Source: an optimization exercise on an open RTL-to-GDS flow (aim: small area and few clock cycles). Production flows keep margins and buffers that such runs may drop. Function was checked by simulation only, so behaviour that the tests miss may differ from the original. Power is estimated from default activity; no workload was simulated.

==> flow/config.mk <==
export PLATFORM = sky130hd
export DESIGN_NAME = image_capture_top
export DESIGN_NICKNAME = image_capture_top
export VERILOG_FILES = /design/flow/design.v
export SDC_FILE = /design/flow/constraint.sdc
export NUM_CORES = 4
export LEC_CHECK = 0
export CAP_MARGIN = 20
export CORE_MARGIN = 2
export CORE_UTILIZATION = 40
export SLEW_MARGIN = 20
==> flow/constraint.sdc <==
create_clock -name core_clock -period 4.5 [get_ports {clk}]
set_input_delay 0.9000 -clock core_clock [delete_from_list [all_inputs] [get_ports {clk}]]
set_output_delay 0.9000 -clock core_clock [all_outputs]
set_load 0.01 [all_outputs]
==> flow/design.v <==
package video_pkg;
  localparam int LINE_CNT_W = 16;   
  typedef struct packed {
    logic [7:0] red;     
    logic [7:0] green;
    logic [7:0] blue;
  } pixel_t;
  typedef struct packed {
    pixel_t pixel;
    logic   sof;         
    logic   eol;         
  } video_beat_t;
  localparam int PIXELS_PER_WORD = 4;
  localparam int SLOT_W          = $clog2(PIXELS_PER_WORD);   
  localparam logic [7:0] FILL_BYTE = 8'hff;                    
  typedef struct packed {
    pixel_t     pixel;
    logic [7:0] fill;
  } word_slot_t;
  localparam int SLOT_BITS = 32;   
endpackage
package mem_pkg;
  localparam int MEM_ADDR_W = 29;    
  localparam int MEM_DATA_W = 128;   
  typedef logic [MEM_DATA_W-1:0] mem_word_t;
  typedef logic [MEM_ADDR_W-1:0] mem_addr_t;
  localparam mem_addr_t ADDR_STEP = 8;
  typedef struct packed {
    mem_addr_t addr;   
    mem_word_t data;
  } mem_wr_cmd_t;
  localparam int FIFO_DEPTH = 16;   
endpackage
`timescale 1ns/1ps
import video_pkg::*;
module frame_capture (
  input  logic                             clk,
  input  logic                             mem_reset,
  input  logic                             trigger,
  input  logic [video_pkg::LINE_CNT_W-1:0] height,
  input  video_pkg::video_beat_t           s_beat,
  input  logic                             s_valid,
  output logic                             s_ready,
  output video_pkg::video_beat_t           pix_beat,
  output logic                             pix_valid,
  input  logic                             pix_ready,
  input  logic                             writer_idle,
  output logic                             frame_active,
  output logic                             frame_done,
  output logic                             skipped
);
  typedef enum logic [1:0] {
    ST_IDLE,
    ST_WAIT,
    ST_STORE
  } cap_state_t;
  cap_state_t            state;
  logic                  armed;       
  logic [LINE_CNT_W-1:0] line_cnt;    
  logic                  fwd;         
  logic                  pix_fire;
  logic                  line_last;
  assign fwd = (state == ST_STORE) || ((state == ST_WAIT) && s_beat.sof);
  assign s_ready   = fwd ? pix_ready : 1'b1;   
  assign pix_valid = s_valid && fwd;
  assign pix_beat  = s_beat;
  assign pix_fire  = pix_valid && pix_ready;
  assign line_last = (line_cnt >= height - 1'b1);   
  always_ff @(posedge clk or posedge mem_reset) begin
    if (mem_reset) begin
      state        <= ST_IDLE;
      armed        <= 1'b0;
      line_cnt     <= '0;
      frame_active <= 1'b0;
      frame_done   <= 1'b0;
      skipped      <= 1'b0;
    end else begin
      frame_done <= 1'b0;   
      skipped    <= 1'b0;
      if (trigger) begin
        armed <= 1'b1;
      end
      case (state)
        ST_IDLE: begin
          if (armed && writer_idle) begin
            state    <= ST_WAIT;
            armed    <= trigger;   
            line_cnt <= '0;
          end
          if (s_valid && s_beat.sof) begin
            skipped <= 1'b1;
          end
        end
        default: begin   
          if (pix_fire) begin
            state        <= ST_STORE;
            frame_active <= 1'b1;
            if (pix_beat.eol) begin
              if (line_last) begin
                state        <= ST_IDLE;
                frame_active <= 1'b0;
                frame_done   <= 1'b1;
              end else begin
                line_cnt <= line_cnt + 1'b1;
              end
            end
          end
        end
      endcase
    end
  end
endmodule
`timescale 1ns/1ps
import video_pkg::*;
import mem_pkg::*;
module pixel_packer (
  input  logic                   clk,
  input  logic                   mem_reset,
  input  video_pkg::video_beat_t pix_beat,
  input  logic                   pix_valid,
  output logic                   pix_ready,
  output mem_pkg::mem_word_t     push_word,
  output logic                   push_valid,
  input  logic                   push_ready,
  output logic                   packer_empty
);
  logic [SLOT_W-1:0] slot;        
  logic [SLOT_W-1:0] slot_idx;    
  video_pkg::word_slot_t        new_slot;
  mem_pkg::mem_word_t         acc;         
  mem_pkg::mem_word_t         next_acc;
  mem_pkg::mem_word_t         out_word;    
  logic              out_valid;
  logic              pix_fire;
  logic              word_done;   
  assign pix_ready = !out_valid || push_ready;   
  assign pix_fire  = pix_valid && pix_ready;
  assign slot_idx  = pix_beat.sof ? '0 : slot;   
  assign word_done = pix_fire && (slot_idx == PIXELS_PER_WORD - 1);
  assign new_slot = {pix_beat.pixel, FILL_BYTE};   
  assign next_acc = {acc[MEM_DATA_W-SLOT_BITS-1:0], new_slot};
  always_ff @(posedge clk or posedge mem_reset) begin
    if (mem_reset) begin
      slot      <= '0;
      out_valid <= 1'b0;
    end else begin
      if (pix_fire) begin
        slot <= slot_idx + 1'b1;   
      end
      if (word_done) begin
        out_valid <= 1'b1;
      end else if (push_ready) begin
        out_valid <= 1'b0;
      end
    end
  end
  always_ff @(posedge clk) begin
    if (pix_fire) begin
      acc <= next_acc;
    end
    if (word_done) begin
      out_word <= next_acc;
    end
  end
  assign push_word    = out_word;
  assign push_valid   = out_valid;
  assign packer_empty = (slot == '0) && !out_valid;   
endmodule
`timescale 1ns/1ps
import mem_pkg::*;
module word_fifo #(
  parameter int DEPTH = mem_pkg::FIFO_DEPTH   
) (
  input  logic               clk,
  input  logic               mem_reset,
  input  mem_pkg::mem_word_t push_word,
  input  logic               push_valid,
  output logic               push_ready,
  output mem_pkg::mem_word_t pop_word,
  output logic               pop_valid,
  input  logic               pop_ready
);
  localparam int          AW       = $clog2(DEPTH);
  localparam logic [AW:0] FULL_CNT = DEPTH;
  mem_pkg::mem_word_t     ram [DEPTH];
  logic [AW-1:0] wr_ptr;
  logic [AW-1:0] rd_ptr;
  logic [AW:0]   count;       
  logic          push_fire;
  logic          pop_fire;
  assign push_ready = (count != FULL_CNT);
  assign pop_valid  = (count != '0);
  assign pop_word   = ram[rd_ptr];   
  assign push_fire  = push_valid && push_ready;
  assign pop_fire   = pop_valid && pop_ready;
  always_ff @(posedge clk or posedge mem_reset) begin
    if (mem_reset) begin
      wr_ptr <= '0;
      rd_ptr <= '0;
      count  <= '0;
    end else begin
      if (push_fire) begin
        wr_ptr <= wr_ptr + 1'b1;   
      end
      if (pop_fire) begin
        rd_ptr <= rd_ptr + 1'b1;
      end
      case ({push_fire, pop_fire})
        2'b10:   count <= count + 1'b1;
        2'b01:   count <= count - 1'b1;
        default: count <= count;   
      endcase
    end
  end
  always_ff @(posedge clk) begin
    if (push_fire) begin
      ram[wr_ptr] <= push_word;
    end
  end
endmodule
`timescale 1ns/1ps
import mem_pkg::*;
module burst_writer (
  input  logic                 clk,
  input  logic                 mem_reset,
  input  mem_pkg::mem_addr_t   start_addr,
  input  logic                 frame_active,
  input  logic                 packer_empty,
  input  mem_pkg::mem_word_t   pop_word,
  input  logic                 pop_valid,
  output logic                 pop_ready,
  output logic                 writer_idle,
  output logic                 mem_wr_req,
  output mem_pkg::mem_wr_cmd_t mem_wr_cmd,
  input  logic                 mem_wr_ack,
  output logic                 frame_written
);
  typedef enum logic [1:0] {
    ST_IDLE,
    ST_REQ,        
    ST_WAIT_ACK    
  } wr_state_t;
  wr_state_t state;
  logic      active_q;      
  logic      frame_start;
  logic      drained;
  mem_pkg::mem_addr_t wr_addr;       
  assign frame_start = frame_active && !active_q;
  assign drained     = !frame_active && !pop_valid && packer_empty;
  assign writer_idle = (state == ST_IDLE);
  assign pop_ready   = (state == ST_WAIT_ACK) && mem_wr_ack;   
  always_ff @(posedge clk or posedge mem_reset) begin
    if (mem_reset) begin
      state         <= ST_IDLE;
      active_q      <= 1'b0;
      mem_wr_req    <= 1'b0;
      frame_written <= 1'b0;
    end else begin
      active_q      <= frame_active;
      frame_written <= 1'b0;
      case (state)
        ST_IDLE: begin
          if (frame_start) begin
            state <= ST_REQ;
          end
        end
        ST_REQ: begin
          if (pop_valid) begin
            mem_wr_req <= 1'b1;
            state      <= ST_WAIT_ACK;
          end else if (drained) begin
            frame_written <= 1'b1;   
            state         <= ST_IDLE;
          end
        end
        ST_WAIT_ACK: begin
          if (mem_wr_ack) begin
            mem_wr_req <= 1'b0;
            state      <= ST_REQ;
          end
        end
        default: state <= ST_IDLE;
      endcase
    end
  end
  always_ff @(posedge clk) begin
    if ((state == ST_IDLE) && frame_start) begin
      wr_addr <= start_addr;
    end else if (pop_ready) begin
      wr_addr <= wr_addr + ADDR_STEP;
    end
    if ((state == ST_REQ) && pop_valid) begin
      mem_wr_cmd <= {wr_addr, pop_word};   
    end
  end
endmodule
`timescale 1ns/1ps
import video_pkg::*;
import mem_pkg::*;
module image_capture_top (
  input  logic                             clk,
  input  logic                             mem_reset,
  input  logic                             trigger,
  input  logic [15:0]                      height,       
  input  logic [28:0]                      start_addr,   
  input  logic [25:0]                      s_beat,       
  input  logic                             s_valid,
  output logic                             s_ready,
  output logic                             frame_done,
  output logic                             skipped,
  output logic                             mem_wr_req,
  output logic [156:0]                     mem_wr_cmd,   
  input  logic                             mem_wr_ack,
  output logic                             frame_written
);
  video_pkg::video_beat_t pix_beat;
  logic        pix_valid;
  logic        pix_ready;
  mem_pkg::mem_word_t   push_word;
  logic        push_valid;
  logic        push_ready;
  mem_pkg::mem_word_t   pop_word;
  logic        pop_valid;
  logic        pop_ready;
  logic        frame_active;
  logic        writer_idle;
  logic        packer_empty;
  frame_capture u_capture (
    .clk          (clk),
    .mem_reset    (mem_reset),
    .trigger      (trigger),
    .height       (height),
    .s_beat       (s_beat),
    .s_valid      (s_valid),
    .s_ready      (s_ready),
    .pix_beat     (pix_beat),
    .pix_valid    (pix_valid),
    .pix_ready    (pix_ready),
    .writer_idle  (writer_idle),
    .frame_active (frame_active),
    .frame_done   (frame_done),
    .skipped      (skipped)
  );
  pixel_packer u_packer (
    .clk          (clk),
    .mem_reset    (mem_reset),
    .pix_beat     (pix_beat),
    .pix_valid    (pix_valid),
    .pix_ready    (pix_ready),
    .push_word    (push_word),
    .push_valid   (push_valid),
    .push_ready   (push_ready),
    .packer_empty (packer_empty)
  );
  word_fifo #(
    .DEPTH (FIFO_DEPTH)
  ) u_fifo (
    .clk        (clk),
    .mem_reset  (mem_reset),
    .push_word  (push_word),
    .push_valid (push_valid),
    .push_ready (push_ready),
    .pop_word   (pop_word),
    .pop_valid  (pop_valid),
    .pop_ready  (pop_ready)
  );
  burst_writer u_writer (
    .clk           (clk),
    .mem_reset     (mem_reset),
    .start_addr    (start_addr),
    .frame_active  (frame_active),
    .packer_empty  (packer_empty),
    .pop_word      (pop_word),
    .pop_valid     (pop_valid),
    .pop_ready     (pop_ready),
    .writer_idle   (writer_idle),
    .mem_wr_req    (mem_wr_req),
    .mem_wr_cmd    (mem_wr_cmd),
    .mem_wr_ack    (mem_wr_ack),
    .frame_written (frame_written)
  );
endmodule
==> flow/run.sh <==
#!/bin/bash
# synth_recipe.tcl (not shown) runs the flow's synth.tcl, then flattens the netlist and writes it again
# the make line also repeats each setting of config.mk as NAME=value (left out here)
make -C /OpenROAD-flow-scripts/flow DESIGN_CONFIG=/design/flow/config.mk WORK_HOME=/design/flow/orfs CLKGATE_MAP_FILE= SYNTH_SCRIPT=/design/flow/synth_recipe.tcl finish
==> results of run 1 <==
sequential cells by signal, summed over array words and instances, names as in the netlist, 2 cells and up:
register	flops
u_fifo.wr_ptr	4
u_capture.state	2
u_packer.out_word	96
u_fifo.rd_ptr	4
u_capture.line_cnt	16
u_fifo.ram	1536
u_writer.state	2
u_packer.acc	72
u_writer.wr_addr	29
u_fifo.count	5
u_writer.mem_wr_cmd	125
u_packer.slot	2
power by group through the flow:
stage | combinational (mW) | sequential (mW) | clock, mW
after floorplan | 6.02 | 20.0 | 0
after global placement | 7.95 | 20.3 | 0
after detailed placement | 7.98 | 20.3 | 0
after CTS | 8.01 | 19.9 | 15.8
after global routing | 8.33 | 19.9 | 16.5
final | 7.77 | 19.9 | 15.4
cells in the final DEF, fill, tap and decap left out, drive strengths merged, types with 8 or more instances in the layout:
master / count
edfxtp: 1858
mux4: 480
clkbuf: 216
clkdlybuf4s50: 205
clkinv: 102
buf: 84
nand2: 65
o21ai: 45
nor2: 45
dfrtp: 43
conb: 32
ha: 29
xnor2: 28
nand3: 25
a21oi: 24
xor2: 21
inv: 21
nor3: 19
bufinv: 16
and3: 13
nand4: 8
metal layers:
layer | vias to the layer above | global-route usage, % | part of all wire (%)
met5 | - | 0 | 0
li1 | 13100 | - | -
met3 | 204 | 3.03 | 5.1
met2 | 887 | 29.8 | 51
met1 | 17200 | 24.1 | 42
met4 | 0 | 4.75 | 2.1
per-stage QoR:
stage | cell area, um2 | setup TNS, ns | utilization (%) | cells | total power [mW]
after floorplan | 71100 | -1682.01 | - | 2968 | 26.0
after global placement | 76600 | 0 | 43.5 | 5442 | 28.2
after detailed placement | 76600 | 0 | 43.5 | 5442 | 28.2
after CTS | 82800 | 0 | 47.0 | 5786 | 43.7
after global routing | 82800 | 0 | 47.0 | 5787 | 44.7
final | 82800 | 0 | 47.0 | 5791 | 43.1
final cells by class:
type / instances / area [um2] / area share, %
antenna: 5 / 12.5 / 0.0151
clock buffer: 216 / 4790 / 5.78
clock inverter: 128 / 1350 / 1.63
inverter: 18 / 70.1 / 0.0847
multi-input combinational: 894 / 13500 / 16.3
sequential: 1901 / 56900 / 68.7
tap: 2340 / 2930 / 3.54
timing repair buffer: 289 / 3210 / 3.88
final timing paths:
| kind | from | end | slack (ns) |
|---|---|---|---|
| worst max-delay path | height[6] | u_capture.line_cnt[6] | 0.82 |
| worst min-delay path | u_writer.wr_addr[2] | u_writer.mem_wr_cmd[130] | 0.41 |
| worst max register to register | u_fifo.count[1] | u_fifo.count[4] | 1.55 |
| worst min register to register | u_writer.wr_addr[2] | u_writer.mem_wr_cmd[130] | 0.41 |
| max in group asynchronous | mem_reset | u_capture.line_cnt[0] | 3.24 |
| min in group asynchronous | mem_reset | u_fifo.count[2] | 0.49 |
cell families after synthesis:
| logic type | count (synthesis) | synth area share [%] |
|---|---|---|
| AOI/OAI and AO/OA | 88 | 0.741 |
| xor gates and xnor gates | 49 | 0.605 |
| adders and majority gates | 30 | 0.540 |
| buffers and inverters | 173 | 1.18 |
| DFF | 1901 | 80.1 |
| muxes | 483 | 15.3 |
| other | 1 | 0.00528 |
| and+or+nand+nor | 212 | 1.51 |
critical path: stages:
cell	delay (ns)
clkdlybuf4s50_1	0.45
or3_1	0.37
or2_2	0.32
nor4_1	0.31
xnor2_1	0.18
ha_1	0.27
nand4_1	0.16
nor3_1	0.08
nor4_2	0.45
nand4b_4	0.26
buf_4	0.24
nor4_1	0.28
a211o_1	0.15
==> results.sh, run 1 <==
export IMPL_status="finished clean"
export IMPL_hpwl_mm=83.5
export IMPL_ctsResizeCount=0
export IMPL_nFillCells=14300
export IMPL_r2r_cells=13
export IMPL_row_count=154
export IMPL_yosys_area_top_type="edfxtp_1"
export IMPL_h_tree_depth=4
export IMPL_cp_arrival_ns=4.42
export IMPL_hold_ws_ns=0.414
export IMPL_cts_buffers=186
export IMPL_start_util_pct=40.3
export IMPL_drt_iter0_markers=3171
export IMPL_first_global_vias=32400
export IMPL_p_leak_nw=25.5
export IMPL_min_path_type="reg2reg"
export IMPL_grt_max_degree=97
export IMPL_ir_worst_vdd_v=0.000365
export IMPL_synth_async_reset_ratio_pct=2.26
export IMPL_internal_power_mw=32.5
export IMPL_ys_ff_latch=1901
export IMPL_synth_cell_type_count=58
export IMPL_slew_headroom_pct=28.7
export IMPL_slew_viol_final=0
export IMPL_critPathKind="in2reg"
export IMPL_crit_path_end_kind="flop"
export IMPL_path_clk_slew_ns=0.06
export IMPL_seqPwrFrac_pct=46.1
export IMPL_wirelength_mm=160
export IMPL_gr_total_overflow=0
export IMPL_synth_cells=2937
export IMPL_grt_usage_pct=17.8
export IMPL_pin_count=238
export IMPL_yosys_warnings=4
export IMPL_fp_coreArea_um2=176000
export IMPL_cts_sinks=1901
export IMPL_min_period_over_period_pct=81.7
export IMPL_switching_share_pct=24.5
export IMPL_viasPerCell=5.41
export IMPL_synth_top_area_share_pct=78.6
export IMPL_clkLatencyLatePin_ns=0.86
export IMPL_dp_slack_ns=0.0218
export IMPL_synth_area_um2=71000
export IMPL_fmax_mhz=272
export IMPL_rsz0062_at_grt="false"
export IMPL_tightest_slew_ns=1.07
export IMPL_dieWidth_um=425
export IMPL_clockRootBuffer="clkbuf_16"
export IMPL_hold_depth=0
export IMPL_dieHeight_um=425
export IMPL_vias=31400
export IMPL_cts_path_max_buffers=3
export IMPL_hold_buffers=0
export IMPL_port_buffers=205
export IMPL_finalSetupViolCount=0
export IMPL_grt_pass1_wl_mm=231
export IMPL_dr_pass1_iters=5
export IMPL_syn_area_per_cell_um2=24.2
export IMPL_ant_nets=0
export IMPL_ys_seq_area_share_pct=80.1
export IMPL_drive_gt1_share_pct=25.4
export IMPL_power_density_nw_per_um2=521
export IMPL_finalHoldViolations=0
export IMPL_comb_power_share_pct=18.0
export IMPL_antenna_found_initial=7
export IMPL_cts_tree="yes"
export IMPL_p_switching_mw=10.6
export IMPL_synth_enable_flop_cells=1858
export IMPL_max_cap_viol_count=0
export IMPL_area_growth_syn_to_layout_pct=16.6
export IMPL_dieArea_um2=181000
export IMPL_wire_per_inst_um=27.7
export IMPL_yosysMostFrequentCell="edfxtp_1"
export IMPL_worst_slack_ns=0.821
export IMPL_synthTopCellsByArea="edfxtp_1, mux4_2, dfrtp_1, ha_1, clkbuf_1"
export IMPL_num_nets_final=3396
export IMPL_fin_skew_ns=0.102
export IMPL_synth_common_cells="edfxtp_1, mux4_2, clkbuf_1, nand2_1, nor2_1"
export IMPL_place_congestion=0.728
export IMPL_path_max_fanout=9
export IMPL_cp_required_ns=5.25
export IMPL_drcViolationCount=0
export IMPL_clkPwrFrac_pct=35.8
export IMPL_synth_top_flop_cell="edfxtp_1"
export IMPL_fin_crit_ns=3.68
export IMPL_worstSetupStartpointType="primary input"
export IMPL_post_cts_setup_buffers=0
Testbench counts, summed over its fixed seeds: cycles 13,248.
==> run 2, diff against run 1 <==
==> flow/design.v (replaced) <==
`timescale 1ns/1ps
module image_capture_top (
  input  logic         clk,
  input  logic         mem_reset,
  input  logic         trigger,
  input  logic [15:0]  height,       
  input  logic [28:0]  start_addr,   
  input  logic [25:0]  s_beat,       
  input  logic         s_valid,
  output logic         s_ready,
  output logic         frame_done,
  output logic         skipped,
  output logic         mem_wr_req,
  output logic [156:0] mem_wr_cmd,   
  input  logic         mem_wr_ack,
  output logic         frame_written
);
  localparam logic [1:0] ST_IDLE  = 2'd0;   
  localparam logic [1:0] ST_WAIT  = 2'd1;   
  localparam logic [1:0] ST_STORE = 2'd2;   
  logic [1:0]  state;
  logic [15:0] line_cnt;    
  logic [1:0]  slot;        
  logic        last_word;   
  logic [95:0] pix;         
  logic [28:0] wr_addr;     
  logic sof, eol;
  logic fwd;                
  logic word_free;          
  logic fire;               
  logic ack;                
  logic [15:0] line_nxt;
  logic line_last;
  assign sof = s_beat[1];
  assign eol = s_beat[0];
  assign ack       = mem_wr_req && mem_wr_ack;
  assign word_free = !mem_wr_req || mem_wr_ack;
  assign fwd       = (state == ST_STORE) || ((state == ST_WAIT) && sof);
  assign s_ready   = fwd ? word_free : 1'b1;
  assign fire      = s_valid && fwd && word_free;
  assign line_nxt  = line_cnt + 1'b1;
  assign line_last = (line_nxt == height);
  always_ff @(posedge clk or posedge mem_reset) begin
    if (mem_reset) begin
      state         <= ST_IDLE;
      slot          <= 2'd0;
      last_word     <= 1'b0;
      mem_wr_req    <= 1'b0;
      frame_done    <= 1'b0;
      frame_written <= 1'b0;
      skipped       <= 1'b0;
    end else begin
      frame_done    <= 1'b0;
      skipped       <= 1'b0;
      frame_written <= ack && last_word;
      if (ack) begin
        mem_wr_req <= 1'b0;
        last_word  <= 1'b0;
      end
      if (fire) begin
        slot <= slot + 1'b1;
        if (slot == 2'd3) mem_wr_req <= 1'b1;
      end
      case (state)
        ST_IDLE: begin
          if (trigger) state <= ST_WAIT;
          if (s_valid && sof) skipped <= 1'b1;
        end
        default: begin
          if (fire) begin
            state <= ST_STORE;
            if (eol && line_last) begin
              state      <= ST_IDLE;
              frame_done <= 1'b1;
              last_word  <= 1'b1;
            end
          end
        end
      endcase
    end
  end
  always_ff @(posedge clk) begin
    if (state == ST_IDLE) begin
      line_cnt <= 16'd0;
    end else if (fire && eol) begin
      line_cnt <= line_nxt;
    end
    if (fire) begin
      pix <= {pix[71:0], s_beat[25:2]};
    end
    if (fire && (state == ST_WAIT)) begin
      wr_addr <= start_addr;
    end else if (ack) begin
      wr_addr <= wr_addr + 29'd8;
    end
  end
  assign mem_wr_cmd = {wr_addr,
                       pix[95:72], 8'hff, pix[71:48], 8'hff,
                       pix[47:24], 8'hff, pix[23:0],  8'hff};
endmodule
--- a/flow/config.mk
+++ b/flow/config.mk
@@ -5,6 +5,7 @@
 export SDC_FILE = /design/flow/constraint.sdc
 export NUM_CORES = 4
 export LEC_CHECK = 0
+export ABC_AREA = 1
 export CAP_MARGIN = 20
 export CORE_MARGIN = 2
 export CORE_UTILIZATION = 40
==> run 2 against run 1 <==
Net effect:
- highest routed layer unchanged
- area after synthesis decreased by 91%
- routed wire length down 90%
- first-iteration DRC count is 91% lower
- register-to-register slack improved by 0.83 ns
- fmax rose by 17%
- clock skew fell by 0.094 ns
- sequential power down 89%
- largest cell class unchanged
==> results.sh, run 2 <==
export IMPL_status="finished clean"
export IMPL_rr_endpoint="pix[91]"
export IMPL_slew_viol_final=0
export IMPL_power_density_nw_per_um2=558
export IMPL_slowest_delay_ns=0.47
export IMPL_synth_area_mux_share_pct=0
export IMPL_layout_commonest_cell="clkdlybuf4s50_1"
export IMPL_r2r_cells=6
export IMPL_vias=4797
export IMPL_grt_max_degree=58
export IMPL_finalSetupTns_ns=0
export IMPL_hold_ws_ns=0.446
export IMPL_grt_pass1_wl_mm=25.0
export IMPL_viasPerCell=4.65
export IMPL_synth_compound_area_share_pct=4.71
export IMPL_synth_area_um2=6560
export IMPL_synth_async_reset_ratio_pct=6.00
export IMPL_synth_fa_ha_area_share_pct=0.572
export IMPL_yosysMostFrequentCell="nand2_1"
export IMPL_critPathKind="in2out"
export IMPL_cts_buffers=17
export IMPL_dieHeight_um=132
export IMPL_min_to="pix[41]"
export IMPL_min_period_over_period_pct=69.8
export IMPL_yosys_warnings=1
export IMPL_grt_usage_pct=18.3
export IMPL_antenna_found_initial=0
export IMPL_synth_top_area_share_pct=57.2
export IMPL_slew_headroom_pct=52.8
export IMPL_rsz0062_at_grt="false"
export IMPL_worst_slack_ns=1.36
export IMPL_cts_tree="yes"
export IMPL_synth_top_family_by_area="simple AND/OR/NAND/NOR gates"
export IMPL_cts_path_max_buffers=2
export IMPL_synth_common_cells="nand2_1, edfxtp_1, inv_1, nor2_1, buf_4"
export IMPL_ir_worst_vdd_v=0.000282
export IMPL_drive_gt1_share_pct=8.34
export IMPL_row_count=46
export IMPL_wire_per_inst_um=15.4
export IMPL_synth_enable_flop_cells=125
export IMPL_final_cell_mix="clkdlybuf4s50_1, nand2_1, edfxtp_1, inv_1, nor2_1"
export IMPL_utilization_pct=58.7
export IMPL_hold_depth=0
export IMPL_worstSetupStartpointType="primary input"
export IMPL_dp_slack_ns=1.36
export IMPL_fin_crit_ns=3.14
export IMPL_hpwl_mm=12.0
export IMPL_cp_slowest_cell="clkdlybuf4s50_1"
export IMPL_finalHoldViolations=0
export IMPL_fmax_mhz=318
export IMPL_dieArea_um2=17500
export IMPL_post_cts_setup_buffers=0
export IMPL_cts_sinks=150
export IMPL_p_leak_nw=3.69
export IMPL_hold_buffers=0
export IMPL_ys_ff_latch=150
export IMPL_drt_iter0_markers=276
export IMPL_place_congestion=0.879
export IMPL_rrSetupSlack_ns=2.38
export IMPL_synth_cell_type_count=36
export IMPL_largest_register_ffs=96
export IMPL_synth_xor_area_share_pct=3.34
export IMPL_ctsResizeCount=0
export IMPL_ant_nets=0
export IMPL_n_antenna_cell=0
export IMPL_cp_required_ns=3.60
export IMPL_synth_top_flop_cell="edfxtp_1"
export IMPL_fp_coreArea_um2=15900
export IMPL_start_util_pct=41.2
export IMPL_top_register="pix"
export IMPL_dieWidth_um=132
export IMPL_cp_arrival_ns=2.24
export IMPL_path_buf_inv=3
export IMPL_area_growth_syn_to_layout_pct=42.5
export IMPL_synthTopCellsByArea="edfxtp_1, nand2_1, dfxtp_1, buf_4, dfrtp_1"
export IMPL_first_global_vias=4648
export IMPL_path_cells="clkdlybuf4s50_1 -> or2_2 -> inv_1 -> nand2_1 -> clkdlybuf4s50_1"
export IMPL_port_buffers=205
export IMPL_finalSetupViolCount=0
export IMPL_drcViolationCount=0
export IMPL_path_max_fanout=4
export IMPL_path_clk_slew_ns=0.06
export IMPL_dr_pass1_iters=4
export IMPL_pin_count=238
export IMPL_num_nets_final=881
export IMPL_r2r_start="state[1]"
export IMPL_max_cap_viol_count=0
export IMPL_fin_skew_ns=0.00781
export IMPL_h_tree_depth=4
export IMPL_yosys_area_top_type="edfxtp_1"
export IMPL_largestRegisters="pix (96), wr_addr (29), line_cnt (16)"
export IMPL_tightest_slew_ns=0.707
export IMPL_crit_path_end_kind="output port"
export IMPL_clockRootBuffer="clkbuf_16"
export IMPL_ys_seq_area_share_pct=65.5
export IMPL_syn_area_per_cell_um2=11.2
export IMPL_gr_total_overflow=0
export IMPL_synth_cells=584
export IMPL_cpMostUsedCell="clkdlybuf4s50_1"
export IMPL_crit_family="buffers and inverters"
export IMPL_clkLatencyLatePin_ns=0.42
export IMPL_hp_start="pix[17]"
export IMPL_wirelength_mm=15.9
export IMPL_min_path_type="reg2reg"
export IMPL_synthSimpleGateAreaFrac_pct=18.7
-- run 2: how the worst max path moves through the flow --
stage	start	to	cells after the start
after floorplan	s_beat[1]	pix[0]	4
after global placement	mem_wr_ack	s_ready	5
after detailed placement	mem_wr_ack	s_ready	5
after CTS	mem_wr_ack	s_ready	5
after global routing	mem_wr_ack	s_ready	5
final	mem_wr_ack	s_ready	5
-- run 2: worst reg2reg max path: stages, from the launching register on --
cell	delay (ns)
dfrtp_1	0.42
inv_1	0.09
nand3_1	0.06
nand2_1	0.11
nand3_1	0.24
inv_4	0.47
buf_12	0.35
-- run 2: metrics by stage --
step | cells | power [mW] | instance area [um2]
finish | 1031 | 5.22 | 9360
global route | 1031 | 5.52 | 9360
CTS | 1031 | 5.27 | 9360
detailed placement | 999 | 3.83 | 8760
global placement | 999 | 3.78 | 8760
floorplan | 615 | 3.08 | 6680
-- run 2: cell type report --
type | instances | area (um2)
inverters | 50 | 190
flip-flops and latches | 150 | 4300
well taps | 216 | 270
clock buffers | 18 | 429
repair buffers | 208 | 2090
clock inverters | 14 | 165
fillers | 1373 | 6590
multi-input cells | 375 | 1910
-- run 2: where the power goes --
| group | total [mW] | internal (mW) | switching (mW) |
|---|---|---|---|
| clock network | 1.43 | 0.834 | 0.591 |
| registers | 2.20 | 1.95 | 0.249 |
| logic | 1.59 | 0.720 | 0.872 |
-- run 2: metal layers --
layer  vias up  track usage, %  wire, um
li1       2372               -         -
met5         -               0         0
met4         0            5.31       149
met1      2271            22.0      6640
met3        12            5.27       889
met2       142            32.1      8250
-- run 2: kinds of logic after synthesis --
kind of cell	after synthesis
AND/OR/NAND/NOR	255
flip-flops	150
buffers and inverters	90
AO/OA/AOI/OAI	60
XOR/XNOR	25
adder cells (fa/ha/maj)	3
other	1
Testbench counts of run 2, summed over its fixed seeds: cycles 15,331.
==> run 3, diff against run 2 <==
--- a/flow/config.mk
+++ b/flow/config.mk
@@ -5,7 +5,6 @@
 export SDC_FILE = /design/flow/constraint.sdc
 export NUM_CORES = 4
 export LEC_CHECK = 0
-export ABC_AREA = 1
 export CAP_MARGIN = 20
 export CORE_MARGIN = 2
 export CORE_UTILIZATION = 40
==> run 3 against run 2 <==
Net effect:
- flip-flop and latch count unchanged
- area after synthesis decreased by 5.2%
- final cell count decreased by 15%
- critical endpoint unchanged
- highest routed layer unchanged
==> results.sh, run 3 <==
export IMPL_row_count=45
export IMPL_largest_register_ffs=96
export IMPL_vias=4211
export IMPL_viasPerCell=4.78
export IMPL_yosys_area_top_type="edfxtp_1"
export IMPL_drcViolationCount=0
export IMPL_cts_tree="yes"
export IMPL_slowest_delay_ns=0.50
export IMPL_finalSetupViolCount=0
export IMPL_layout_commonest_cell="clkdlybuf4s50_1"
export IMPL_synth_async_reset_ratio_pct=6.00
export IMPL_grt_pass1_wl_mm=21.2
export IMPL_antenna_found_initial=0
export IMPL_syn_area_per_cell_um2=13.4
export IMPL_final_cell_mix="clkdlybuf4s50_1, edfxtp_1, nand2_1, conb_1, xor2_1"
export IMPL_yosys_warnings=1
export IMPL_synth_cell_type_count=49
export IMPL_hold_ws_ns=0.445
export IMPL_clkLatencyLatePin_ns=0.41
export IMPL_ant_nets=0
export IMPL_hold_buffers=0
export IMPL_crit_family="buffers and inverters"
export IMPL_gr_total_overflow=0
export IMPL_worstSetupStartpointType="primary input"
export IMPL_critPathKind="in2out"
export IMPL_fp_coreArea_um2=15200
export IMPL_port_buffers=205
export IMPL_multi_input_area_um2=1740
export IMPL_yosysMostFrequentCell="edfxtp_1"
export IMPL_status="finished clean"
export IMPL_place_congestion=0.819
export IMPL_dr_pass1_iters=4
export IMPL_path_clk_slew_ns=0.07
export IMPL_dp_slack_ns=0.891
export IMPL_finalHoldViolations=0
export IMPL_clockRootBuffer="clkbuf_16"
export IMPL_cpMostUsedCell="clkdlybuf4s50_1"
export IMPL_cp_arrival_ns=2.39
export IMPL_first_global_vias=4012
export IMPL_synth_top_flop_cell="edfxtp_1"
export IMPL_ctsResizeCount=0
export IMPL_grt_usage_pct=16.8
export IMPL_cts_path_max_buffers=2
export IMPL_dieArea_um2=16600
export IMPL_max_cap_viol_count=0
export IMPL_post_cts_setup_buffers=0
export IMPL_worst_slack_ns=1.21
export IMPL_dieHeight_um=129
export IMPL_path_buf_inv=2
export IMPL_dieWidth_um=129
export IMPL_largestRegisters="pix (96), wr_addr (29), line_cnt (16)"
export IMPL_rsz0062_at_grt="false"
export IMPL_grt_max_degree=62
export IMPL_num_nets_final=759
export IMPL_min_period_over_period_pct=73.1
export IMPL_stdcell_count=881
export IMPL_n_antenna_cell=0
export IMPL_p_total_mw=4.06
export IMPL_min_path_type="reg2reg"
export IMPL_p_leak_nw=3.15
export IMPL_slew_viol_final=0
export IMPL_ys_seq_area_share_pct=69.1
export IMPL_dp_cells=849
export IMPL_power_density_nw_per_um2=455
export IMPL_pin_count=238
export IMPL_tightest_slew_ns=0.784
export IMPL_synth_area_um2=6220
export IMPL_path_max_fanout=4
export IMPL_top_register="pix"
export IMPL_cts_sinks=150
export IMPL_cts_buffers=17
export IMPL_area_growth_syn_to_layout_pct=43.4
export IMPL_ir_worst_vdd_v=0.000249
export IMPL_nFillCells=1256
export IMPL_start_util_pct=40.9
export IMPL_ys_ff_latch=150
export IMPL_synth_top_area_share_pct=60.3
export IMPL_synth_common_cells="edfxtp_1, nand2_1, o21ai_0, buf_4, xor2_1"
export IMPL_synthTopCellsByArea="edfxtp_1, dfxtp_1, xor2_1, buf_4, dfrtp_1"
export IMPL_fin_skew_ns=0.00752
export IMPL_fmax_mhz=304
export IMPL_wirelength_mm=14.1
export IMPL_ff_latch_area_um2=4300
export IMPL_utilization_pct=58.7
export IMPL_synth_cells=464
export IMPL_h_tree_depth=4
export IMPL_synth_enable_flop_cells=125
export IMPL_crit_path_end_kind="output port"
export IMPL_drt_iter0_markers=255
export IMPL_path_cells="clkdlybuf4s50_1 -> nor2b_1 -> nand2_1 -> clkdlybuf4s50_1"
export IMPL_cp_required_ns=3.60
export IMPL_hpwl_mm=10.4
export IMPL_slew_headroom_pct=47.3
export IMPL_cp_slowest_cell="clkdlybuf4s50_1"
export IMPL_drive_gt1_share_pct=6.49
export IMPL_fin_crit_ns=3.29
export IMPL_wire_per_inst_um=16.1
[run 3: cell count changes after synthesis, moves of 5 or more]
cell	previous run	this run
o21ai_1	9	1
nor2_1	34	22
nand2_1	135	57
nand3_2	7	0
or3_1	0	7
nand2_2	7	1
nor2_4	5	0
o21ai_0	30	39
a21oi_1	16	8
nand3_1	27	15
xnor2_1	9	21
nor2b_1	0	6
xor2_1	16	31
inv_1	45	8
[run 3: worst register-to-register path, stage by stage, from the launching register on]
cell      delay (ns)
dfrtp_1         0.46
nand3b_4        0.23
a211oi_4        0.28
buf_4           0.47
buf_4           0.72
mux2_2          0.41
[run 3: area by class of cell]
cell class | count | area share, %
Clock buffer | 18 | 4.81
Clock inverter | 14 | 1.32
Inverter | 9 | 0.392
Multi-Input combinational cell | 294 | 19.5
Sequential cell | 150 | 48.2
Tap cell | 188 | 2.63
Timing Repair Buffer | 208 | 23.2
[run 3: worst paths after layout]
path	startpoint	to	slack, ns	cells after the start
setup / recovery	mem_wr_ack	s_ready	1.21	4
hold / removal	pix[40]	pix[64]	0.45	0
setup reg to reg	state[1]	slot[1]	1.81	5
hold reg to reg	pix[40]	pix[64]	0.45	0
max in group asynchronous	mem_reset	skipped	3.46	2
min in group asynchronous	mem_reset	slot[1]	0.77	2
[run 3: cell families (layout without fill, tap and decap cells)]
logic type | count (synthesis) | count (layout) | share of synthesized area (%)
buf+inv | 51 | 249 | 5.07
mux | 3 | 3 | 0.503
xor+xnor | 52 | 52 | 7.32
flops | 150 | 150 | 69.1
other cells | 1 | 32 | 0.0602
fa+ha+maj | 3 | 3 | 0.603
compound gates | 59 | 59 | 5.71
simple gates | 145 | 145 | 11.7
[run 3: per-layer routing]
metal | GRT usage, % | vias up | wire length [um]
met4 | 5.37 | 0 | 116
met3 | 4.16 | 9 | 756
met5 | 0 | - | 0
met1 | 21.0 | 2013 | 5940
met2 | 28.8 | 139 | 7330
li1 | - | 2050 | -
[run 3: report_power, final]
| part | internal (mW) | switching [mW] | total [mW] |
|---|---|---|---|
| sequential | 1.78 | 0.154 | 1.94 |
| clock | 0.721 | 0.590 | 1.31 |
| combinational | 0.441 | 0.370 | 0.811 |
| total | 2.94 | 1.11 | 4.06 |
[run 3: stage by stage]
step,TNS (ns),area [um2]
floorplan,-23.20,6390
global placement,0,8380
detailed placement,0,8380
CTS,0,8930
global route,0,8930
finish,0,8930
==> run 4, diff against run 3 <==
==> flow/flow/run.sh (new file) <==
#!/bin/bash
# Standard ORFS layout, with the smallest buffer on each port and a clock tree of small buffers.
set -euo pipefail
export BUFFER_PORTS_ARGS="-buffer_cell sky130_fd_sc_hd__buf_1"
export CTS_ARGS="-sink_clustering_enable -repair_clock_nets -buf_list {sky130_fd_sc_hd__clkbuf_4 sky130_fd_sc_hd__clkbuf_8} -dont_use_dummy_load"
bash standard.sh > flow_standard.log 2>&1
==> flow/standard.sh (new file) <==
#!/bin/bash
# synth_recipe.tcl (not shown) runs the flow's synth.tcl, then flattens the netlist and writes it again
# the make line also repeats each setting of config.mk as NAME=value (left out here)
make -C /OpenROAD-flow-scripts/flow DESIGN_CONFIG=/design/flow/config.mk WORK_HOME=/design/flow/orfs CLKGATE_MAP_FILE= SYNTH_SCRIPT=/design/flow/synth_recipe.tcl "${@:-finish}"
--- a/flow/config.mk
+++ b/flow/config.mk
@@ -5,6 +5,7 @@
 export SDC_FILE = /design/flow/constraint.sdc
 export NUM_CORES = 4
 export LEC_CHECK = 0
+export ABC_AREA = 1
 export CAP_MARGIN = 20
 export CORE_MARGIN = 2
 export CORE_UTILIZATION = 40
removed: flow/run.sh
==> run 4 against run 3 <==
Net effect:
- critical path depth increased by 4
- highest routed layer unchanged
- core utilization decreased by 10 points
- setup slack improved by 0.84 ns
- power grew 3.5%
- still clean
- count of clock-buffer cells in the layout shrank 1
- hold slack worse by 0.032 ns
- die area up 5.3%
- flip-flop and latch count is the same
==> results.sh, run 4 <==
export IMPL_drive_gt1_share_pct=6.63
export IMPL_cp_arrival_ns=2.56
export IMPL_syn_area_per_cell_um2=11.2
export IMPL_slew_headroom_pct=42.6
export IMPL_ys_seq_area_share_pct=65.5
export IMPL_grt_pass1_wl_mm=23.1
export IMPL_drt_iter0_markers=277
export IMPL_grt_usage_pct=16.8
export IMPL_n_antenna_cell=0
export IMPL_power_density_nw_per_um2=546
export IMPL_ctsResizeCount=0
export IMPL_dp_slack_ns=1.64
export IMPL_path_max_fanout=14
export IMPL_fp_coreArea_um2=15900
export IMPL_dp_cells=998
export IMPL_finalHoldViolations=0
export IMPL_drcViolationCount=0
export IMPL_wirelength_mm=14.8
export IMPL_max_cap_viol_count=0
export IMPL_dieWidth_um=132
export IMPL_clkLatencyLatePin_ns=0.44
export IMPL_internal_power_mw=2.67
export IMPL_utilization_pct=48.3
export IMPL_switching_share_pct=36.3
export IMPL_seqPwrFrac_pct=52.4
export IMPL_fin_crit_ns=2.45
export IMPL_yosysMostFrequentCell="nand2_1"
export IMPL_min_path_type="in2async"
export IMPL_largest_register_ffs=96
export IMPL_cts_tree="yes"
export IMPL_first_global_vias=4810
export IMPL_ys_ff_latch=150
export IMPL_port_buffers=205
export IMPL_hpwl_mm=11.1
export IMPL_dieArea_um2=17500
export IMPL_cts_path_max_buffers=2
export IMPL_clockRootBuffer="clkbuf_8"
export IMPL_comb_power_share_pct=29.7
export IMPL_rsz0062_at_grt="false"
export IMPL_synthTopCellsByArea="edfxtp_1, nand2_1, dfxtp_1, buf_4, dfrtp_1"
export IMPL_synth_common_cells="nand2_1, edfxtp_1, inv_1, nor2_1, buf_4"
export IMPL_synth_async_reset_ratio_pct=6.00
export IMPL_synth_enable_flop_cells=125
export IMPL_finalSetupViolCount=0
export IMPL_fmax_mhz=409
export IMPL_critPathKind="in2reg"
export IMPL_row_count=46
export IMPL_synth_top_flop_cell="edfxtp_1"
export IMPL_finalSetupTns_ns=0
export IMPL_dieHeight_um=132
export IMPL_tightest_slew_ns=0.862
export IMPL_yosys_warnings=1
export IMPL_area_growth_syn_to_layout_pct=17.2
export IMPL_synth_area_um2=6560
export IMPL_slew_viol_final=0
export IMPL_synth_cell_type_count=36
export IMPL_post_cts_setup_buffers=0
export IMPL_largestRegisters="pix (96), wr_addr (29), line_cnt (16)"
export IMPL_p_leak_nw=2.95
export IMPL_fin_skew_ns=0.0195
export IMPL_ant_nets=0
export IMPL_cts_sinks=150
export IMPL_worst_slack_ns=2.05
export IMPL_synth_top_area_share_pct=57.2
export IMPL_synth_cells=584
export IMPL_status="finished clean"
export IMPL_num_nets_final=880
export IMPL_worstSetupStartpointType="primary input"
export IMPL_h_tree_depth=4
export IMPL_top_register="pix"
export IMPL_dr_pass1_iters=5
export IMPL_grt_max_degree=99
export IMPL_path_clk_slew_ns=0.07
export IMPL_crit_path_end_kind="flop"
export IMPL_layout_commonest_cell="buf_1"
export IMPL_cp_required_ns=4.61
export IMPL_vias=4785
export IMPL_p_switching_mw=1.53
export IMPL_dpl_instance_area_um2=7460
export IMPL_cts_buffers=17
export IMPL_start_util_pct=41.2
export IMPL_place_congestion=0.832
export IMPL_gr_total_overflow=0
export IMPL_ir_worst_vdd_v=0.000247
export IMPL_clkPwrFrac_pct=17.9
export IMPL_hold_buffers=0
export IMPL_stdcell_area_um2=7690
export IMPL_stdcell_count=1015
export IMPL_viasPerCell=4.71
export IMPL_wire_per_inst_um=14.6
export IMPL_pin_count=238
export IMPL_final_cell_mix="buf_1, nand2_1, edfxtp_1, inv_1, nor2_1"
export IMPL_antenna_found_initial=0
export IMPL_min_period_over_period_pct=54.4
export IMPL_yosys_area_top_type="edfxtp_1"
==> run 4: cell types whose count changed after synthesis, sizes merged, moves of 4 or more <==
| cell | delta |
|---|---|
| inv | +41 |
| nor3 | +5 |
| nor2 | +22 |
| xor2 | -15 |
| and4 | -4 |
| nand2 | +85 |
| or3 | -7 |
| a21oi | +8 |
| nor2b | -6 |
| nand3 | +20 |
| xnor2 | -12 |
| and3 | -4 |
==> run 4: path summary, 6_finish.rpt <==
kind,from,end,slack [ns],cells after the start
hold / removal,mem_reset,skipped,0.41,2
max in group asynchronous,mem_reset,frame_written,3.81,2
min in group core_clock,pix[11],pix[35],0.44,0
setup reg to reg,state[0],wr_addr[23],2.11,8
hold reg to reg,pix[11],pix[35],0.44,0
setup / recovery,s_beat[1],wr_addr[23],2.05,8
==> run 4: worst max-delay path: stages <==
cell     delay, ns
buf_1         0.09
nand3_1       0.08
nand2_1       0.12
nand3_1       0.25
nor2_2        0.20
inv_2         0.14
nand2_1       0.44
buf_4         0.33
==> run 4: stage by stage <==
step / total power, mW / hold slack [ns]
finish: 4.20 / 0.413
global route: 4.48 / 0.417
CTS: 4.25 / 0.402
detailed placement: 3.49 / 0.432
global placement: 3.44 / 0.429
floorplan: 3.08 / 0.453
==> run 4: cell type report <==
class | count | area [um2]
clock buffers | 17 | 234
flip-flops and latches | 150 | 4300
multi-input cells | 375 | 1910
fillers | 1540 | 8250
inverters | 50 | 193
repair buffers | 207 | 785
well taps | 216 | 270
==> run 4: kinds of logic (layout without fill, tap and decap cells) <==
group	after synthesis	after routing	synth area share, %
compound gates	60	60	4.71
xor+xnor	25	25	3.34
fa+ha+maj	3	3	0.572
buf+inv	90	274	7.11
flops	150	150	65.5
other cells	1	32	0.0571
simple gates	255	255	18.7
==> run 4: metal layers <==
metal | share of wire (%) | global-route usage, %
met1 | 40 | 18.9
met5 | 0 | 0
met2 | 51 | 28.6
met3 | 6.5 | 5.73
met4 | 3.3 | 8.39
==> run 4: power by group through the flow <==
stage          Combinational [mW]  Sequential (mW)  Clock, mW
2_1_floorplan               0.778             2.31          0
3_3_place_gp                 1.23             2.21          0
3_5_place_dp                 1.26             2.23          0
4_1_cts                      1.26             2.20      0.781
5_1_grt                      1.40             2.24      0.843
6_report                     1.25             2.20      0.753
==> run 5, diff against run 4 <==
==> flow/flow/run.sh (replaced) <==
#!/bin/bash
# Standard ORFS layout, with the smallest buffer on each port and a clock tree of small buffers.
set -euo pipefail
export BUFFER_PORTS_ARGS="-buffer_cell sky130_fd_sc_hd__buf_1"
export CTS_ARGS="-sink_clustering_enable -repair_clock_nets -buf_list {sky130_fd_sc_hd__clkbuf_4 sky130_fd_sc_hd__clkbuf_8} -dont_use_dummy_load -sink_clustering_size 30 -sink_clustering_max_diameter 100"
bash standard.sh > flow_standard.log 2>&1
--- a/flow/config.mk
+++ b/flow/config.mk
@@ -5,7 +5,6 @@
 export SDC_FILE = /design/flow/constraint.sdc
 export NUM_CORES = 4
 export LEC_CHECK = 0
-export ABC_AREA = 1
 export CAP_MARGIN = 20
 export CORE_MARGIN = 2
 export CORE_UTILIZATION = 40
==> run 5 against run 4 <==
Net effect:
- final cell count fell by 15%
- final area fell by 4.7%
- first-iteration DRC count fell by 27%
- clock skew rose by 0.0044 ns
- largest cell class unchanged
- hold slack got worse by 0.0078 ns
- global-route usage fell by 1.6 points
- critical path type is now in2out
- fmax fell by 5.7%
- non-clock buffer count rose by 1
- clock power fell by 2%
- via count fell by 14%
- power fell by 23%
==> results.sh, run 5 <==
export IMPL_fin_skew_ns=0.0240
export IMPL_critPathKind="in2out"
export IMPL_drcViolationCount=0
export IMPL_p_leak_nw=2.45
export IMPL_row_count=45
export IMPL_antenna_found_initial=0
export IMPL_slew_viol_final=0
export IMPL_finalHoldViolations=0
export IMPL_wire_per_inst_um=14.9
export IMPL_vias=4128
export IMPL_drive_gt1_share_pct=4.57
export IMPL_power_density_nw_per_um2=442
export IMPL_cp_arrival_ns=1.69
export IMPL_num_nets_final=759
export IMPL_start_util_pct=40.9
export IMPL_stdcell_count=866
export IMPL_rsz0062_at_grt="false"
export IMPL_r2r_start="state[1]"
export IMPL_cp_required_ns=3.60
export IMPL_grt_max_degree=76
export IMPL_cts_path_max_buffers=2
export IMPL_slew_headroom_pct=39.4
export IMPL_port_buffers=205
export IMPL_largest_register_ffs=96
export IMPL_fin_crit_ns=2.59
export IMPL_yosys_warnings=1
export IMPL_synth_cells=464
export IMPL_final_cell_mix="buf_1, edfxtp_1, nand2_1, conb_1, xor2_1"
export IMPL_p_total_mw=3.24
export IMPL_cp_slowest_cell="nor2b_1"
export IMPL_synth_cell_type_count=49
export IMPL_synth_common_cells="edfxtp_1, nand2_1, o21ai_0, buf_4, xor2_1"
export IMPL_dr_pass1_iters=4
export IMPL_first_global_vias=3848
export IMPL_dp_cells=849
export IMPL_status="finished clean"
export IMPL_clkLatencyLatePin_ns=0.43
export IMPL_hold_buffers=0
export IMPL_grt_pass1_wl_mm=19.2
export IMPL_viasPerCell=4.77
export IMPL_clockRootBuffer="clkbuf_8"
export IMPL_pin_count=238
export IMPL_h_tree_depth=4
export IMPL_drt_iter0_markers=203
export IMPL_tightest_slew_ns=0.909
export IMPL_yosysMostFrequentCell="edfxtp_1"
export IMPL_yosys_area_top_type="edfxtp_1"
export IMPL_path_max_fanout=4
export IMPL_synth_top_flop_cell="edfxtp_1"
export IMPL_synth_top_area_share_pct=60.3
export IMPL_max_cap_viol_count=0
export IMPL_min_path_type="in2async"
export IMPL_synth_area_um2=6220
export IMPL_post_cts_setup_buffers=0
export IMPL_n_antenna_cell=0
export IMPL_syn_area_per_cell_um2=13.4
export IMPL_wirelength_mm=12.9
export IMPL_min_period_over_period_pct=57.6
export IMPL_synthTopCellsByArea="edfxtp_1, dfxtp_1, xor2_1, buf_4, dfrtp_1"
export IMPL_hold_ws_ns=0.405
export IMPL_finalSetupViolCount=0
export IMPL_cpMostUsedCell="buf_1"
export IMPL_ir_worst_vdd_v=0.000210
export IMPL_rr_endpoint="pix[58]"
export IMPL_ctsResizeCount=0
export IMPL_synth_enable_flop_cells=125
export IMPL_ys_ff_latch=150
export IMPL_cts_sinks=150
export IMPL_gr_total_overflow=0
export IMPL_area_growth_syn_to_layout_pct=17.8
export IMPL_path_clk_slew_ns=0.08
export IMPL_fmax_mhz=386
export IMPL_cts_buffers=17
export IMPL_crit_path_end_kind="output port"
export IMPL_worstSetupStartpointType="primary input"
export IMPL_fp_coreArea_um2=15200
export IMPL_cts_tree="yes"
export IMPL_layout_commonest_cell="buf_1"
export IMPL_hpwl_mm=9.44
export IMPL_largestRegisters="pix (96), wr_addr (29), line_cnt (16)"
export IMPL_nFillCells=1437
export IMPL_dieWidth_um=129
export IMPL_dieArea_um2=16600
export IMPL_rrSetupSlack_ns=2.01
export IMPL_top_register="pix"
export IMPL_ant_nets=0
export IMPL_slowest_delay_ns=0.43
export IMPL_grt_usage_pct=15.2
export IMPL_path_cells="buf_1 -> nor2b_1 -> nand2_1 -> buf_1"
export IMPL_synth_async_reset_ratio_pct=6.00
export IMPL_r2r_cells=4
export IMPL_dieHeight_um=129
export IMPL_finalSetupTns_ns=0
export IMPL_ys_seq_area_share_pct=69.1
export IMPL_place_congestion=0.801
## run 5: changes by cell type after synthesis, sizes merged, moves of 12 or more
cell / previous run / this run
nand2: 143 / 58
nor2: 44 / 22
xor2: 16 / 31
inv: 49 / 8
xnor2: 9 / 21
nand3: 35 / 15
## run 5: worst max path at each step
| stage | from | endpoint | slack [ns] | cells past startpoint |
|---|---|---|---|---|
| finish | mem_wr_ack | s_ready | 1.91 | 4 |
| global route | mem_wr_ack | wr_addr[0] | 1.79 | 6 |
| CTS | mem_wr_ack | s_ready | 1.91 | 4 |
| detailed placement | s_beat[1] | pix[6] | 1.47 | 5 |
| global placement | s_beat[1] | pix[78] | 1.57 | 5 |
| floorplan | s_beat[1] | state[1] | -0.52 | 6 |
## run 5: power breakdown
part	switching (mW)	internal [mW]
Sequential	0.150	1.78
Clock	0.406	0.333
Combinational	0.362	0.207
## run 5: per-stage QoR
step / instance area, um2 / util [%] / setup slack, ns
floorplan: 6390 / - / -0.519
global placement: 7100 / 46.7 / 1.57
detailed placement: 7100 / 46.7 / 1.47
CTS: 7330 / 48.2 / 1.91
global route: 7330 / 48.2 / 1.79
finish: 7330 / 48.2 / 1.91
## run 5: logic make-up (layout without fill, tap and decap cells)
family	after synthesis	count (layout)	share of synthesized area, %
AOI/OAI and AO/OA	59	59	5.71
xor gates and xnor gates	52	52	7.32
adders and majority gates	3	3	0.603
buffers and inverters	51	234	5.07
DFF	150	150	69.1
muxes	3	3	0.503
other	1	32	0.0602
and+or+nand+nor	145	145	11.7
## run 5: layer usage
metal	up-vias	GRT usage, %	part of all wire, %
li1	2028	-	-
met1	1943	19.0	43
met2	136	24.9	49
met3	21	4.57	6.0
met4	0	6.27	2.2
met5	-	0	0
## run 5: layout make-up
| class | instances | area (um2) | share of cell area, % |
|---|---|---|---|
| inverter | 9 | 35.0 | 0.478 |
| clock buffer | 17 | 234 | 3.19 |
| timing repair buffer | 208 | 792 | 10.8 |
| sequential | 150 | 4300 | 58.6 |
| multi-input combinational | 294 | 1740 | 23.7 |
| tap | 188 | 235 | 3.21 |
## run 5: worst max-delay path: cells and delay by family
| family | cells | cell delay [ns] |
|---|---|---|
| simple gates | 2 | 0.54 |
| buf+inv | 2 | 0.25 |
==> run 6, diff against run 5 <==
==> flow/flow/run.sh (replaced) <==
#!/bin/bash
# Standard ORFS layout, with the smallest buffer on each port and a clock tree of small buffers.
set -euo pipefail
export BUFFER_PORTS_ARGS="-buffer_cell sky130_fd_sc_hd__buf_1"
export CTS_ARGS="-sink_clustering_enable -repair_clock_nets -buf_list {sky130_fd_sc_hd__clkbuf_4 sky130_fd_sc_hd__clkbuf_8} -dont_use_dummy_load -root_buf sky130_fd_sc_hd__clkbuf_8 -sink_clustering_buffer sky130_fd_sc_hd__clkbuf_4"
bash standard.sh > flow_standard.log 2>&1
--- a/flow/config.mk
+++ b/flow/config.mk
@@ -7,5 +7,5 @@
 export LEC_CHECK = 0
 export CAP_MARGIN = 20
 export CORE_MARGIN = 2
-export CORE_UTILIZATION = 40
+export CORE_UTILIZATION = 65
 export SLEW_MARGIN = 20
==> run 6 against run 5 <==
Net effect:
- critical path type unchanged
- critical endpoint unchanged
- core utilization up 30 points
- clock skew up 0.0066 ns
- fmax down 1.3%
- final area down 1.1%
- hold slack better by 0.011 ns
- still clean on timing, DRC and antenna
- setup slack worse by 0.034 ns
- area after synthesis unchanged
- count of clock-buffer cells in the layout unchanged
==> results.sh, run 6 <==
export IMPL_clkLatencyLatePin_ns=0.42
export IMPL_place_congestion=0.851
export IMPL_dieArea_um2=10400
export IMPL_post_cts_setup_buffers=0
export IMPL_yosys_warnings=1
export IMPL_cp_required_ns=3.60
export IMPL_nFillCells=633
export IMPL_n_antenna_cell=0
export IMPL_ant_nets=0
export IMPL_final_cell_mix="buf_1, edfxtp_1, nand2_1, conb_1, xor2_1"
export IMPL_ys_ff_latch=150
export IMPL_largestRegisters="pix (96), wr_addr (29), line_cnt (16)"
export IMPL_fmax_mhz=381
export IMPL_wirelength_mm=12.3
export IMPL_largest_register_ffs=96
export IMPL_dpl_instance_area_um2=7010
export IMPL_pin_count=238
export IMPL_clockRootBuffer="clkbuf_8"
export IMPL_layout_commonest_cell="buf_1"
export IMPL_antenna_found_initial=0
export IMPL_hpwl_mm=9.12
export IMPL_finalSetupTns_ns=0
export IMPL_cts_tree="yes"
export IMPL_cts_path_max_buffers=2
export IMPL_rsz0062_at_grt="false"
export IMPL_wl_met1_mm=4.80
export IMPL_synth_common_cells="edfxtp_1, nand2_1, o21ai_0, buf_4, xor2_1"
export IMPL_row_count=35
export IMPL_vias=4179
export IMPL_hold_buffers=0
export IMPL_tightest_slew_ns=0.857
export IMPL_fp_coreArea_um2=9280
export IMPL_route_met3_wl_um=999
export IMPL_gr_total_overflow=0
export IMPL_slew_viol_final=0
export IMPL_finalSetupViolCount=0
export IMPL_cp_slowest_cell="nor2b_1"
export IMPL_multi_input_area_um2=1740
export IMPL_wire_per_inst_um=15.2
export IMPL_synth_cells=464
export IMPL_dieHeight_um=102
export IMPL_worstSetupStartpointType="primary input"
export IMPL_synth_enable_flop_cells=125
export IMPL_grt_pass1_wl_mm=18.2
export IMPL_cpMostUsedCell="buf_1"
export IMPL_viasPerCell=5.19
export IMPL_top_register="pix"
export IMPL_synthTopCellsByArea="edfxtp_1, dfxtp_1, xor2_1, buf_4, dfrtp_1"
export IMPL_status="finished clean"
export IMPL_first_global_vias=3916
export IMPL_synth_cell_type_count=49
export IMPL_crit_path_end_kind="output port"
export IMPL_ir_worst_vdd_v=0.000264
export IMPL_utilization_pct=78.1
export IMPL_min_path_type="in2async"
export IMPL_clkPwrFrac_pct=22.4
export IMPL_max_cap_viol_count=0
export IMPL_dr_pass1_iters=4
export IMPL_slowest_delay_ns=0.44
export IMPL_internal_power_mw=2.32
export IMPL_h_tree_depth=4
export IMPL_drive_gt1_share_pct=4.44
export IMPL_fin_crit_ns=2.63
export IMPL_cp_arrival_ns=1.73
export IMPL_critPathKind="in2out"
export IMPL_cts_buffers=17
export IMPL_routed_top_layer="met4"
export IMPL_yosysMostFrequentCell="edfxtp_1"
export IMPL_syn_area_per_cell_um2=13.4
export IMPL_comb_power_share_pct=17.6
export IMPL_ff_latch_area_um2=4300
export IMPL_synth_top_flop_cell="edfxtp_1"
export IMPL_power_density_nw_per_um2=445
export IMPL_switching_share_pct=28.1
export IMPL_p_switching_mw=0.905
export IMPL_grt_usage_pct=23.0
export IMPL_ys_seq_area_share_pct=69.1
export IMPL_stdcell_area_um2=7250
export IMPL_synth_area_um2=6220
export IMPL_yosys_area_top_type="edfxtp_1"
export IMPL_ctsResizeCount=0
export IMPL_cts_sinks=150
export IMPL_fin_skew_ns=0.0306
export IMPL_num_nets_final=757
export IMPL_path_clk_slew_ns=0.06
export IMPL_port_buffers=205
export IMPL_seqPwrFrac_pct=60.0
export IMPL_drt_iter0_markers=141
export IMPL_dieWidth_um=102
export IMPL_min_period_over_period_pct=58.4
export IMPL_area_growth_syn_to_layout_pct=16.5
export IMPL_path_max_fanout=4
export IMPL_p_leak_nw=2.44
export IMPL_slew_headroom_pct=42.8
export IMPL_start_util_pct=67.0
export IMPL_path_buf_inv=2
export IMPL_synth_top_area_share_pct=60.3
export IMPL_grt_max_degree=101
export IMPL_finalHoldViolations=0
export IMPL_drcViolationCount=0
export IMPL_path_cells="buf_1 -> nor2b_1 -> nand2_1 -> buf_1"
export IMPL_hold_ws_ns=0.416
export IMPL_route_met2_wl_mm=6.24
export IMPL_synth_async_reset_ratio_pct=6.00
export IMPL_crit_family="simple AND/OR/NAND/NOR gates"
[run 6: cell counts after synthesis]
No cell type changed its count.
[run 6: worst reg2reg max path: cells and delay by family (launching register included)]
kind / cells / cell delay (ns)
compound gates: 3 / 0.69
xor+xnor: 1 / 0.18
fa+ha+maj: 1 / 0.27
flops: 1 / 0.43
simple gates: 2 / 0.70
[run 6: routing by layer]
metal	up-vias	GRT usage [%]
li1	2024	-
met5	-	0
met2	174	39.6
met1	1961	27.6
met3	20	7.39
met4	0	8.00
[run 6: logic make-up (layout without fill, tap and decap cells)]
logic type | after synthesis | after routing | share of synthesized area (%)
fa+ha+maj | 3 | 3 | 0.603
compound gates | 59 | 59 | 5.71
flops | 150 | 150 | 69.1
simple gates | 145 | 145 | 11.7
xor+xnor | 52 | 52 | 7.32
buf+inv | 51 | 232 | 5.07
other cells | 1 | 32 | 0.0602
mux | 3 | 3 | 0.503
[run 6: final cells by class]
| type | count | area share, % |
|---|---|---|
| Multi-Input combinational cell | 294 | 24.0 |
| Inverter | 9 | 0.483 |
| Timing Repair Buffer | 206 | 10.8 |
| Clock buffer | 17 | 3.23 |
| Tap cell | 129 | 2.23 |
| Sequential cell | 150 | 59.3 |
[run 6: power groups by stage]
stage	clock, mW	combinational, mW	sequential [mW]
after floorplan	0	0.312	2.01
after global placement	0	0.556	1.95
after detailed placement	0	0.570	1.96
after CTS	0.748	0.573	1.94
after global routing	0.789	0.634	1.96
final	0.723	0.568	1.93
[run 6: through the flow]
stage / std cells / setup slack (ns) / power [mW]
2_1_floorplan: 495 / -0.519 / 2.32
3_3_place_gp: 788 / 1.54 / 2.51
3_5_place_dp: 788 / 1.49 / 2.53
4_1_cts: 805 / 1.88 / 3.26
5_1_grt: 805 / 1.81 / 3.39
6_report: 805 / 1.87 / 3.23
[run 6: worst paths after layout]
kind	startpoint	to	slack, ns	cells after the start
max	mem_wr_ack	s_ready	1.87	4
min	mem_reset	slot[0]	0.42	2
max reg2reg	line_cnt[0]	state[1]	2.11	7
min reg2reg	pix[22]	pix[46]	0.43	0
max in group asynchronous	mem_reset	frame_done	3.84	2
min in group core_clock	pix[22]	pix[46]	0.43	0
==> run 7, diff against run 6 <==
--- a/flow/config.mk
+++ b/flow/config.mk
@@ -7,5 +7,5 @@
 export LEC_CHECK = 0
 export CAP_MARGIN = 20
 export CORE_MARGIN = 2
-export CORE_UTILIZATION = 65
+export CORE_UTILIZATION = 40
 export SLEW_MARGIN = 20
==> run 7 against run 6 <==
Net effect:
- still clean
- clock skew is 0.0066 ns lower
- setup slack improved by 0.034 ns
- area after synthesis unchanged
- via count down 1.2%
- count of clock-buffer cells in the layout unchanged
- critical endpoint unchanged
==> results.sh, run 7 <==
export IMPL_p_leak_nw=2.45
export IMPL_finalSetupTns_ns=0
export IMPL_largestRegisters="pix (96), wr_addr (29), line_cnt (16)"
export IMPL_cp_arrival_ns=1.69
export IMPL_place_congestion=0.801
export IMPL_fmax_mhz=386
export IMPL_cp_slowest_cell="nor2b_1"
export IMPL_internal_power_mw=2.32
export IMPL_min_period_over_period_pct=57.6
export IMPL_dieWidth_um=129
export IMPL_power_density_nw_per_um2=442
export IMPL_p_total_mw=3.24
export IMPL_hold_ws_ns=0.405
export IMPL_cts_tree="yes"
export IMPL_top_register="pix"
export IMPL_clkPwrFrac_pct=22.8
export IMPL_dr_pass1_iters=4
export IMPL_switching_share_pct=28.3
export IMPL_min_path_type="in2async"
export IMPL_synth_enable_flop_cells=125
export IMPL_hold_buffers=0
export IMPL_drcViolationCount=0
export IMPL_path_clk_slew_ns=0.08
export IMPL_fp_coreArea_um2=15200
export IMPL_yosysMostFrequentCell="edfxtp_1"
export IMPL_synthTopCellsByArea="edfxtp_1, dfxtp_1, xor2_1, buf_4, dfrtp_1"
export IMPL_n_antenna_cell=0
export IMPL_stdcell_count=866
export IMPL_cts_path_max_buffers=2
export IMPL_post_cts_setup_buffers=0
export IMPL_ys_ff_latch=150
export IMPL_final_cell_mix="buf_1, edfxtp_1, nand2_1, conb_1, xor2_1"
export IMPL_gr_total_overflow=0
export IMPL_synth_cell_type_count=49
export IMPL_antenna_found_initial=0
export IMPL_ant_nets=0
export IMPL_syn_area_per_cell_um2=13.4
export IMPL_cts_buffers=17
export IMPL_wirelength_mm=12.9
export IMPL_worstSetupStartpointType="primary input"
export IMPL_port_buffers=205
export IMPL_row_count=45
export IMPL_cpMostUsedCell="buf_1"
export IMPL_stdcell_area_um2=7330
export IMPL_drive_gt1_share_pct=4.57
export IMPL_seqPwrFrac_pct=59.6
export IMPL_grt_pass1_wl_mm=19.2
export IMPL_synth_top_area_share_pct=60.3
export IMPL_first_global_vias=3848
export IMPL_slew_viol_final=0
export IMPL_ctsResizeCount=0
export IMPL_ys_seq_area_share_pct=69.1
export IMPL_fin_crit_ns=2.59
export IMPL_start_util_pct=40.9
export IMPL_area_growth_syn_to_layout_pct=17.8
export IMPL_slowest_delay_ns=0.43
export IMPL_viasPerCell=4.77
export IMPL_cp_required_ns=3.60
export IMPL_grt_max_degree=76
export IMPL_wire_per_inst_um=14.9
export IMPL_critPathKind="in2out"
export IMPL_fin_skew_ns=0.0240
export IMPL_synth_async_reset_ratio_pct=6.00
export IMPL_drt_iter0_markers=203
export IMPL_nFillCells=1437
export IMPL_h_tree_depth=4
export IMPL_synth_top_flop_cell="edfxtp_1"
export IMPL_tightest_slew_ns=0.909
export IMPL_pin_count=238
export IMPL_ir_worst_vdd_v=0.000210
export IMPL_hpwl_mm=9.44
export IMPL_synth_common_cells="edfxtp_1, nand2_1, o21ai_0, buf_4, xor2_1"
export IMPL_largest_register_ffs=96
export IMPL_synth_area_um2=6220
export IMPL_max_cap_viol_count=0
export IMPL_yosys_area_top_type="edfxtp_1"
export IMPL_dieHeight_um=129
export IMPL_dpl_instance_area_um2=7100
export IMPL_clockRootBuffer="clkbuf_8"
export IMPL_dp_cells=849
export IMPL_dieArea_um2=16600
export IMPL_grt_usage_pct=15.2
export IMPL_num_nets_final=759
export IMPL_p_switching_mw=0.918
export IMPL_clkLatencyLatePin_ns=0.43
export IMPL_comb_power_share_pct=17.6
export IMPL_crit_path_end_kind="output port"
export IMPL_finalSetupViolCount=0
export IMPL_finalHoldViolations=0
export IMPL_layout_commonest_cell="buf_1"
export IMPL_vias=4128
export IMPL_cts_sinks=150
export IMPL_status="finished clean"
export IMPL_path_cells="buf_1 -> nor2b_1 -> nand2_1 -> buf_1"
export IMPL_synth_cells=464
export IMPL_slew_headroom_pct=39.4
export IMPL_rsz0062_at_grt="false"
export IMPL_path_max_fanout=4
export IMPL_yosys_warnings=1
## run 7: power by group through the flow
| stage | Combinational (mW) | Clock, mW | Sequential (mW) |
|---|---|---|---|
| global placement | 0.568 | 0 | 1.95 |
| CTS | 0.579 | 0.776 | 1.93 |
| finish | 0.569 | 0.739 | 1.93 |
| detailed placement | 0.577 | 0 | 1.96 |
| global route | 0.637 | 0.818 | 1.96 |
| floorplan | 0.312 | 0 | 2.01 |
## run 7: stage by stage
stage	utilization, %	setup slack, ns
floorplan	-	-0.519
global route	48.2	1.79
finish	48.2	1.91
detailed placement	46.7	1.47
global placement	46.7	1.57
CTS	48.2	1.91
## run 7: critical path: cells and delay by family
family | cells | cell delay, ns
buffers and inverters | 2 | 0.25
and+or+nand+nor | 2 | 0.54
## run 7: kinds of logic after synthesis
| kind of cell | share of synthesized area [%] |
|---|---|
| flops | 69.1 |
| simple gates | 11.7 |
| compound gates | 5.71 |
| xor+xnor | 7.32 |
| buf+inv | 5.07 |
| fa+ha+maj | 0.603 |
| mux | 0.503 |
| other cells | 0.0602 |
## run 7: area by class of cell
cell class / instances / area, um2 / share of cell area, %
flip-flops and latches: 150 / 4300 / 58.6
clock buffers: 17 / 234 / 3.19
well taps: 188 / 235 / 3.21
repair buffers: 208 / 792 / 10.8
inverters: 9 / 35.0 / 0.478
multi-input cells: 294 / 1740 / 23.7
## run 7: worst paths after layout
kind | from | end | slack [ns] | cells after the start
max | mem_wr_ack | s_ready | 1.91 | 4
min | mem_reset | slot[0] | 0.41 | 2
min reg2reg | pix[71] | pix[95] | 0.44 | 0
max in group asynchronous | mem_reset | frame_written | 3.79 | 2
min in group core_clock | pix[71] | pix[95] | 0.44 | 0
max reg2reg | state[1] | pix[58] | 2.01 | 4
## run 7: routing by layer
layer  vias to the layer above  share of wire (%)  routed length (um)  GRT usage [%]
met3                        21                6.0                 770           4.57
met4                         0                2.2                 278           6.27
met1                      1943                 43                5480           19.0
met5                         -                  0                   0              0
li1                       2028                  -                   -              -
met2                       136                 49                6340           24.9

Check on run 7: ideal ports give 1.906 ns setup slack; a clkbuf_16 on the clock port and buf_2 on the inputs give 1.886 ns; moving port delays by the midpoint clock arrival (0.457 ns) as well gives 1.482 ns.
